What follows belongs to an exercise in optimizing a design on an open flow for a short achievable clock period and few clock cycles; a production flow would make more cautious choices.
Function was checked by simulation only, so behaviour that the tests miss may differ from the original.
Power and IR drop assume default switching activity.

==> run a <==
==> flow/design.v <==
`timescale 1ns/10ps
`default_nettype none
module vde_config (
    input  wire        clk,
    input  wire        reset,
    input  wire        wb_cyc,
    input  wire        wb_stb,
    input  wire        wb_we,
    input  wire [1:0]  wb_adr,
    input  wire [15:0] wb_dat_i,
    output wire        wb_ack,
    output wire [15:0] wb_dat_o,
    output reg  [6:0]  cfg_max_var,
    output reg  [15:0] cfg_bump_step,
    output wire        wr_max,
    output wire [6:0]  max_var_wr
);
    reg        ack_q;
    reg [15:0] rdat_q;
    wire       wb_hit;
    assign wb_hit   = wb_cyc && wb_stb && !ack_q;
    assign wb_ack   = ack_q;
    assign wb_dat_o = rdat_q;
    assign wr_max = wb_hit && wb_we && wb_adr == 2'd0;
    assign max_var_wr = (wb_dat_i > 16'd32) ? 7'd32 : wb_dat_i[6:0];
    always @(posedge clk or posedge reset) begin
        if (reset) begin
            ack_q         <= 1'b0;
            rdat_q        <= 16'd0;
            cfg_max_var   <= 7'd0;
            cfg_bump_step <= 16'd16;
        end else begin
            ack_q <= wb_hit;
            if (wb_hit && wb_we) begin
                case (wb_adr)
                    2'd0:    cfg_max_var   <= max_var_wr;
                    2'd1:    cfg_bump_step <= wb_dat_i;
                    default: ;
                endcase
            end else if (wb_hit) begin
                case (wb_adr)
                    2'd0:    rdat_q <= {9'd0, cfg_max_var};
                    2'd1:    rdat_q <= cfg_bump_step;
                    default: rdat_q <= 16'd0;
                endcase
            end
        end
    end
endmodule
`default_nettype wire
`timescale 1ns/10ps
`default_nettype none
module heap_store (
    input  wire          clk,
    input  wire [15:0]   cfg_bump_step,
    input  wire          wr_max,
    input  wire [31:0]   bump_hit,
    output wire [511:0]  score_flat,
    output wire [511:0]  bumped_flat
);
    genvar a;
    generate
        for (a = 0; a < 32; a = a + 1) begin : g_var
            reg  [15:0] score;
            reg  [15:0] bumped;
            wire [16:0] sum_bumped = {1'b0, bumped} + {1'b0, cfg_bump_step};
            wire [16:0] sum_kept   = {1'b0, score} + {1'b0, cfg_bump_step};
            wire [15:0] sat_bumped = sum_bumped[16] ? 16'hffff : sum_bumped[15:0];
            wire [15:0] sat_kept   = sum_kept[16] ? 16'hffff : sum_kept[15:0];
            always @(posedge clk) begin
                if (wr_max) begin
                    score <= 16'd0;
                end else if (bump_hit[a]) begin
                    score <= bumped;
                end
                bumped <= ({16{bump_hit[a]}} & sat_bumped) | ({16{!bump_hit[a]}} & sat_kept);
            end
            assign score_flat[a*16 +: 16]  = score;
            assign bumped_flat[a*16 +: 16] = bumped;
        end
    endgenerate
endmodule
`default_nettype wire
`timescale 1ns/10ps
`default_nettype none
module heap_ctrl (
    input  wire          clk,
    input  wire          reset,
    input  wire          wr_max,
    input  wire [6:0]    max_var_wr,
    input  wire          cmd_valid,
    input  wire [1:0]    cmd_op,
    input  wire [6:0]    cmd_var,
    input  wire          cmd_value,
    output wire [31:0]   bump_hit,
    input  wire [511:0]  score_flat,
    input  wire [511:0]  bumped_flat,
    output reg           dec_valid_q,
    output reg  [6:0]    dec_var_q,
    output reg           dec_phase_q,
    output reg           dec_all_q
);
    localparam [1:0] OP_ASSIGN = 2'd0;
    localparam [1:0] OP_CLEAR  = 2'd1;
    localparam [1:0] OP_BUMP   = 2'd2;
    reg  [31:0]   live_q;
    reg  [31:0]   exists_q;
    reg  [31:0]   phase_q;
    reg  [31:0]   best_q;
    reg  [6:0]    best_var_q;
    reg  [31:0]   live_m_q;
    reg  [15:0]   best_score_q;
    reg  [31:0]   pend_q;
    reg  [15:0]   pend_score_q;
    reg  [6:0]    pend_var_q;
    reg  [31:0]   pend_below_q;
    wire [31:0]   hit, assign_hit, clear_hit;
    wire [31:0]   new_live, cmd_below;
    wire [1023:0] bt;
    wire [31:0]   below_best, bumped_beats, cleared_beats, pend_beats;
    wire [31:0]   bw, cw, live_m, win2m, second_oh;
    wire [6:0]    second_var;
    wire          second_phase, has_second, pend_wins;
    wire          sel_cmd, sel_second, cmd_phase, any_best;
    reg  [15:0]   cmd_score, bump_score, win2m_score;
    wire [15:0]   second_score;
    function [6:0] encode;
        input [31:0] onehot;
        integer i;
        begin
            encode = 7'd0;
            for (i = 0; i < 32; i = i + 1) begin
                if (onehot[i]) encode = encode | (i + 1);
            end
        end
    endfunction
    genvar i, j;
    generate
        for (i = 0; i < 32; i = i + 1) begin : g_var
            wire [15:0] score  = score_flat[i*16 +: 16];
            wire [15:0] bumped = bumped_flat[i*16 +: 16];
            assign hit[i]        = cmd_valid && cmd_var == i + 1 && exists_q[i];
            assign assign_hit[i] = hit[i] && cmd_op == OP_ASSIGN;
            assign clear_hit[i]  = hit[i] && cmd_op == OP_CLEAR;
            assign bump_hit[i]   = hit[i] && cmd_op == OP_BUMP;
            assign new_live[i]   = max_var_wr > i;
            assign cmd_below[i]  = cmd_var <= i;
            assign below_best[i] = best_var_q > i + 1;
            assign bumped_beats[i]  = bumped > best_score_q || (bumped == best_score_q && below_best[i]);
            assign cleared_beats[i] = score > best_score_q || (score == best_score_q && below_best[i]);
            assign pend_beats[i] = pend_score_q > score || (pend_score_q == score && pend_below_q[i]);
            assign bw[i] = live_q[i] && (best_q[i] || bumped_beats[i]);
            assign cw[i] = !any_best || cleared_beats[i];
        end
        for (i = 0; i < 32; i = i + 1) begin : g_row
            for (j = 0; j < 32; j = j + 1) begin : g_col
                if (i < j) begin : g_pair
                    reg g;
                    always @(posedge clk) begin
                        if (wr_max) begin
                            g <= 1'b1;
                        end else if (pend_q[i]) begin
                            g <= pend_beats[j];
                        end else if (pend_q[j]) begin
                            g <= !pend_beats[i];
                        end
                    end
                    assign bt[i*32+j] = g;
                end else if (i > j) begin : g_mirror
                    assign bt[i*32+j] = ~g_row[j].g_col[i].g_pair.g;
                end else begin : g_self
                    assign bt[i*32+j] = 1'b1;
                end
            end
            assign win2m[i] = live_m[i] && !best_q[i] && &(~live_m | best_q | bt[i*32 +: 32]);
        end
    endgenerate
    assign any_best  = |best_q;
    assign live_m    = live_m_q;
    assign pend_wins = |(pend_q & live_q & ~best_q) && &(~live_q | best_q | pend_q | pend_beats);
    assign second_oh = pend_wins ? pend_q : win2m;
    always @(*) begin : p_scores
        integer k;
        cmd_score   = 16'd0;
        bump_score  = 16'd0;
        win2m_score = 16'd0;
        for (k = 0; k < 32; k = k + 1) begin
            cmd_score   = cmd_score | ({16{clear_hit[k]}} & score_flat[k*16 +: 16])
                                    | ({16{bump_hit[k]}} & bumped_flat[k*16 +: 16]);
            bump_score  = bump_score | ({16{bump_hit[k]}} & bumped_flat[k*16 +: 16]);
            win2m_score = win2m_score | ({16{win2m[k]}} & score_flat[k*16 +: 16]);
        end
    end
    assign second_score = pend_wins ? pend_score_q : win2m_score;
    assign second_var   = pend_wins ? pend_var_q : encode(win2m);
    assign second_phase = |(second_oh & phase_q);
    assign has_second   = pend_wins || |win2m;
    assign cmd_phase    = |(hit & phase_q);
    assign sel_cmd    = |((clear_hit & cw) | (bump_hit & bw));
    assign sel_second = |(assign_hit & best_q);
    always @(posedge clk or posedge reset) begin
        if (reset) begin
            live_q      <= 32'd0;
            live_m_q    <= 32'd0;
            exists_q    <= 32'd0;
            best_q      <= 32'd0;
            pend_q      <= 32'd0;
            dec_valid_q <= 1'b0;
            dec_all_q   <= 1'b1;
            dec_var_q   <= 7'd0;
            dec_phase_q <= 1'b0;
        end else begin
            if (wr_max) begin
                live_q      <= new_live;
                live_m_q    <= new_live;
                exists_q    <= new_live;
                best_q      <= {31'd0, max_var_wr != 7'd0};
                pend_q      <= 32'd0;
                dec_valid_q <= max_var_wr != 7'd0;
                dec_all_q   <= max_var_wr == 7'd0;
                dec_var_q   <= 7'd1;
                dec_phase_q <= 1'b0;
            end else begin
                live_q   <= (live_q & ~assign_hit) | clear_hit;
                live_m_q <= ((live_q & ~assign_hit) | clear_hit) & ~bump_hit;
                pend_q   <= bump_hit;
                if (sel_cmd) begin
                    best_q      <= hit;
                    dec_valid_q <= 1'b1;
                    dec_all_q   <= 1'b0;
                    dec_var_q   <= cmd_var;
                    dec_phase_q <= cmd_phase;
                end else if (sel_second) begin
                    best_q      <= second_oh;
                    dec_valid_q <= has_second;
                    dec_all_q   <= !has_second;
                    dec_var_q   <= second_var;
                    dec_phase_q <= second_phase;
                end
            end
        end
    end
    always @(posedge clk) begin
        if (wr_max) begin
            best_var_q <= 7'd1;
        end else if (sel_cmd) begin
            best_var_q <= cmd_var;
        end else if (sel_second) begin
            best_var_q <= second_var;
        end
        pend_score_q <= bump_score;
        pend_var_q   <= cmd_var;
        pend_below_q <= cmd_below;
        if (wr_max) begin
            phase_q      <= 32'd0;
            best_score_q <= 16'd0;
        end else begin
            phase_q <= (phase_q & ~assign_hit) | (assign_hit & {32{cmd_value}});
            if (sel_cmd) begin
                best_score_q <= cmd_score;
            end else if (sel_second) begin
                best_score_q <= second_score;
            end
        end
    end
endmodule
`default_nettype wire
`timescale 1ns/10ps
`default_nettype none
module vde_top (
    input  wire        clk,
    input  wire        reset,
    input  wire        wb_cyc,
    input  wire        wb_stb,
    input  wire        wb_we,
    input  wire [1:0]  wb_adr,
    input  wire [15:0] wb_dat_i,
    output wire        wb_ack,
    output wire [15:0] wb_dat_o,
    input  wire        cmd_valid,
    input  wire [1:0]  cmd_op,
    input  wire [6:0]  cmd_var,
    input  wire        cmd_value,
    input  wire        request,
    output wire        decision_valid,
    output wire [6:0]  decision_var,
    output wire        decision_phase,
    output wire        all_assigned,
    output wire        busy
);
    wire [6:0]    cfg_max_var;
    wire [15:0]   cfg_bump_step;
    wire          wr_max;
    wire [6:0]    max_var_wr;
    wire [31:0]   bump_hit;
    wire [511:0]  score_flat, bumped_flat;
    assign busy = 1'b0;
    vde_config i_config (
        .clk           (clk),
        .reset         (reset),
        .wb_cyc        (wb_cyc),
        .wb_stb        (wb_stb),
        .wb_we         (wb_we),
        .wb_adr        (wb_adr),
        .wb_dat_i      (wb_dat_i),
        .wb_ack        (wb_ack),
        .wb_dat_o      (wb_dat_o),
        .cfg_max_var   (cfg_max_var),
        .cfg_bump_step (cfg_bump_step),
        .wr_max        (wr_max),
        .max_var_wr    (max_var_wr)
    );
    heap_ctrl i_ctrl (
        .clk         (clk),
        .reset       (reset),
        .wr_max      (wr_max),
        .max_var_wr  (max_var_wr),
        .cmd_valid   (cmd_valid),
        .cmd_op      (cmd_op),
        .cmd_var     (cmd_var),
        .cmd_value   (cmd_value),
        .bump_hit    (bump_hit),
        .score_flat  (score_flat),
        .bumped_flat (bumped_flat),
        .dec_valid_q (decision_valid),
        .dec_var_q   (decision_var),
        .dec_phase_q (decision_phase),
        .dec_all_q   (all_assigned)
    );
    heap_store i_store (
        .clk           (clk),
        .cfg_bump_step (cfg_bump_step),
        .wr_max        (wr_max),
        .bump_hit      (bump_hit),
        .score_flat    (score_flat),
        .bumped_flat   (bumped_flat)
    );
endmodule
`default_nettype wire
==> flow/run.sh <==
#!/bin/bash
# synth_recipe.tcl (not shown) runs the flow's synth.tcl, then flattens the netlist and writes it again
# the make line also repeats each setting of config.mk as NAME=value (left out here)
make -C /OpenROAD-flow-scripts/flow DESIGN_CONFIG=/design/flow/config.mk WORK_HOME=/design/flow/orfs CLKGATE_MAP_FILE= SYNTH_SCRIPT=/design/flow/synth_recipe.tcl finish
==> flow/config.mk <==
export PLATFORM = sky130hd
export DESIGN_NAME = vde_top
export DESIGN_NICKNAME = vde_top
export VERILOG_FILES = /design/flow/design.v
export SDC_FILE = /design/flow/constraint.sdc
export NUM_CORES = 4
export LEC_CHECK = 0
export ABC_CLOCK_PERIOD_IN_PS = 2500
export CAP_MARGIN = 30
export CORE_MARGIN = 2
export CORE_UTILIZATION = 30
export PLACE_DENSITY = 0.55
export SETUP_SLACK_MARGIN = 5
export SLEW_MARGIN = 30
==> flow/constraint.sdc <==
create_clock -name core_clock -period 10.0 [get_ports {clk}]
set_input_delay 2.0000 -clock core_clock [delete_from_list [all_inputs] [get_ports {clk}]]
set_output_delay 2.0000 -clock core_clock [all_outputs]
set_load 0.01 [all_outputs]
==> run b (differences from run a) <==
--- a/flow/design.v
+++ b/flow/design.v
@@ -107,8 +107,6 @@
     reg  [31:0]   exists_q;
     reg  [31:0]   phase_q;
     reg  [31:0]   best_q;
-    reg  [6:0]    best_var_q;
-    reg  [31:0]   live_m_q;
     reg  [15:0]   best_score_q;
     reg  [31:0]   pend_q;
     reg  [15:0]   pend_score_q;
@@ -145,7 +143,7 @@
             assign bump_hit[i]   = hit[i] && cmd_op == OP_BUMP;
             assign new_live[i]   = max_var_wr > i;
             assign cmd_below[i]  = cmd_var <= i;
-            assign below_best[i] = best_var_q > i + 1;
+            assign below_best[i] = |(best_q >> (i + 1));
             assign bumped_beats[i]  = bumped > best_score_q || (bumped == best_score_q && below_best[i]);
             assign cleared_beats[i] = score > best_score_q || (score == best_score_q && below_best[i]);
             assign pend_beats[i] = pend_score_q > score || (pend_score_q == score && pend_below_q[i]);
@@ -176,7 +174,7 @@
         end
     endgenerate
     assign any_best  = |best_q;
-    assign live_m    = live_m_q;
+    assign live_m    = live_q & ~pend_q;
     assign pend_wins = |(pend_q & live_q & ~best_q) && &(~live_q | best_q | pend_q | pend_beats);
     assign second_oh = pend_wins ? pend_q : win2m;
     always @(*) begin : p_scores
@@ -201,7 +199,6 @@
     always @(posedge clk or posedge reset) begin
         if (reset) begin
             live_q      <= 32'd0;
-            live_m_q    <= 32'd0;
             exists_q    <= 32'd0;
             best_q      <= 32'd0;
             pend_q      <= 32'd0;
@@ -212,7 +209,6 @@
         end else begin
             if (wr_max) begin
                 live_q      <= new_live;
-                live_m_q    <= new_live;
                 exists_q    <= new_live;
                 best_q      <= {31'd0, max_var_wr != 7'd0};
                 pend_q      <= 32'd0;
@@ -221,9 +217,8 @@
                 dec_var_q   <= 7'd1;
                 dec_phase_q <= 1'b0;
             end else begin
-                live_q   <= (live_q & ~assign_hit) | clear_hit;
-                live_m_q <= ((live_q & ~assign_hit) | clear_hit) & ~bump_hit;
-                pend_q   <= bump_hit;
+                live_q <= (live_q & ~assign_hit) | clear_hit;
+                pend_q <= bump_hit;
                 if (sel_cmd) begin
                     best_q      <= hit;
                     dec_valid_q <= 1'b1;
@@ -241,13 +236,6 @@
         end
     end
     always @(posedge clk) begin
-        if (wr_max) begin
-            best_var_q <= 7'd1;
-        end else if (sel_cmd) begin
-            best_var_q <= cmd_var;
-        end else if (sel_second) begin
-            best_var_q <= second_var;
-        end
         pend_score_q <= bump_score;
         pend_var_q   <= cmd_var;
         pend_below_q <= cmd_below;
CAP_MARGIN = 20   (was 30)
CORE_UTILIZATION = 22   (was 30)
PLACE_DENSITY = 0.45   (was 0.55)
SLEW_MARGIN = 20   (was 30)
==> summary of the runs <==
Between run b and run a, the lower setup slack is in run a (gap 0.50 ns). Against run a, the count of clock-buffer cells in the layout of run b is higher by 9. Between run b and run a, the lower combinational power is in run a (gap about 60%, measured against run a). Of run a and run b, run a has the higher critical path depth (gap 11). In run b the cell area is larger than in run a, by about 3.4%. Between run b and run a, the lower die area is in run a (gap about 36%, measured against run a). Against run a, the hold slack of run b is lower by 0.023 ns.
==> figures <==
| quantity | run b | run a |
|---|---|---|
| Internal portion of total power | 22.6 mW | 19.6 mW |
| Switching power summed over all nets | 23.0 mW | 16.3 mW |
| Number of fill cells in the layout | 77.1k | 54.1k |
| Met1 capacity usage during global routing | 0.470 | 0.540 |
| Power in the clock group | 10.6 mW | 10.2 mW |
| Clock skew after layout | 0.154 ns | 0.115 ns |
| Outcome | complete, no violations | complete, no violations |
| Maximum number of pins on one net before global-route repair | 174 | 180 |
| Pwr/cell area | 234 mW/mm² | 190 mW/mm² |
| Tap cell instance count | 9516 | 6942 |
| Pre-CTS worst setup slack | 1.84 ns | 1.44 ns |
| Synthesized-area fraction occupied by ao, oa, aoi and oai cells | 0.264 | 0.257 |
| Switching power as a share of total power | 0.504 | 0.455 |
| Number of antenna violations at the first check in global routing | 364 | 330 |
| Number of placed instances, taps included | 29.7k | 27.0k |
| Number of cell instances on the worst register-to-register path | 11 | 22 |
Testbench counts of run a, summed over its fixed seeds: cycles 13,637.
Testbench counts of run b, summed over its fixed seeds: cycles 13,637.

-- afterwards: timing with drivers on the ports --
Ports are ideal in the flow. The routed layouts listed here were re-timed in OpenROAD.
Step 1 (the two cells are an assumption about what drives the block):
set clk [get_ports {clk}]
set_driving_cell -lib_cell sky130_fd_sc_hd__clkbuf_16 $clk
set_driving_cell -lib_cell sky130_fd_sc_hd__buf_2 [delete_from_list [all_inputs] $clk]
Step 2, shift: input delay + t, output delay - t, t = (earliest + latest rising clock arrival at the registers) / 2. This alone moves slack from input paths to output paths.
Three values: ideal ports, drivers, drivers and shift; two values: the first two.
| run | t, ns | setup slack, ns | worst register clock-pin slew, ns | pins driven straight from the clock port |
|---|---|---|---|---|
| run a | 1.152 | 3.844 / 3.844 / 3.045 | 0.07 / 0.07 | 1 |
| run b | 1.216 | 4.343 / 4.343 / 3.434 | 0.08 / 0.08 | 1 |
After both steps every run listed still meets setup and hold. The setup slack of run b, which loses most, moves by 0.000 ns with the drivers and by -0.909 ns with both steps.
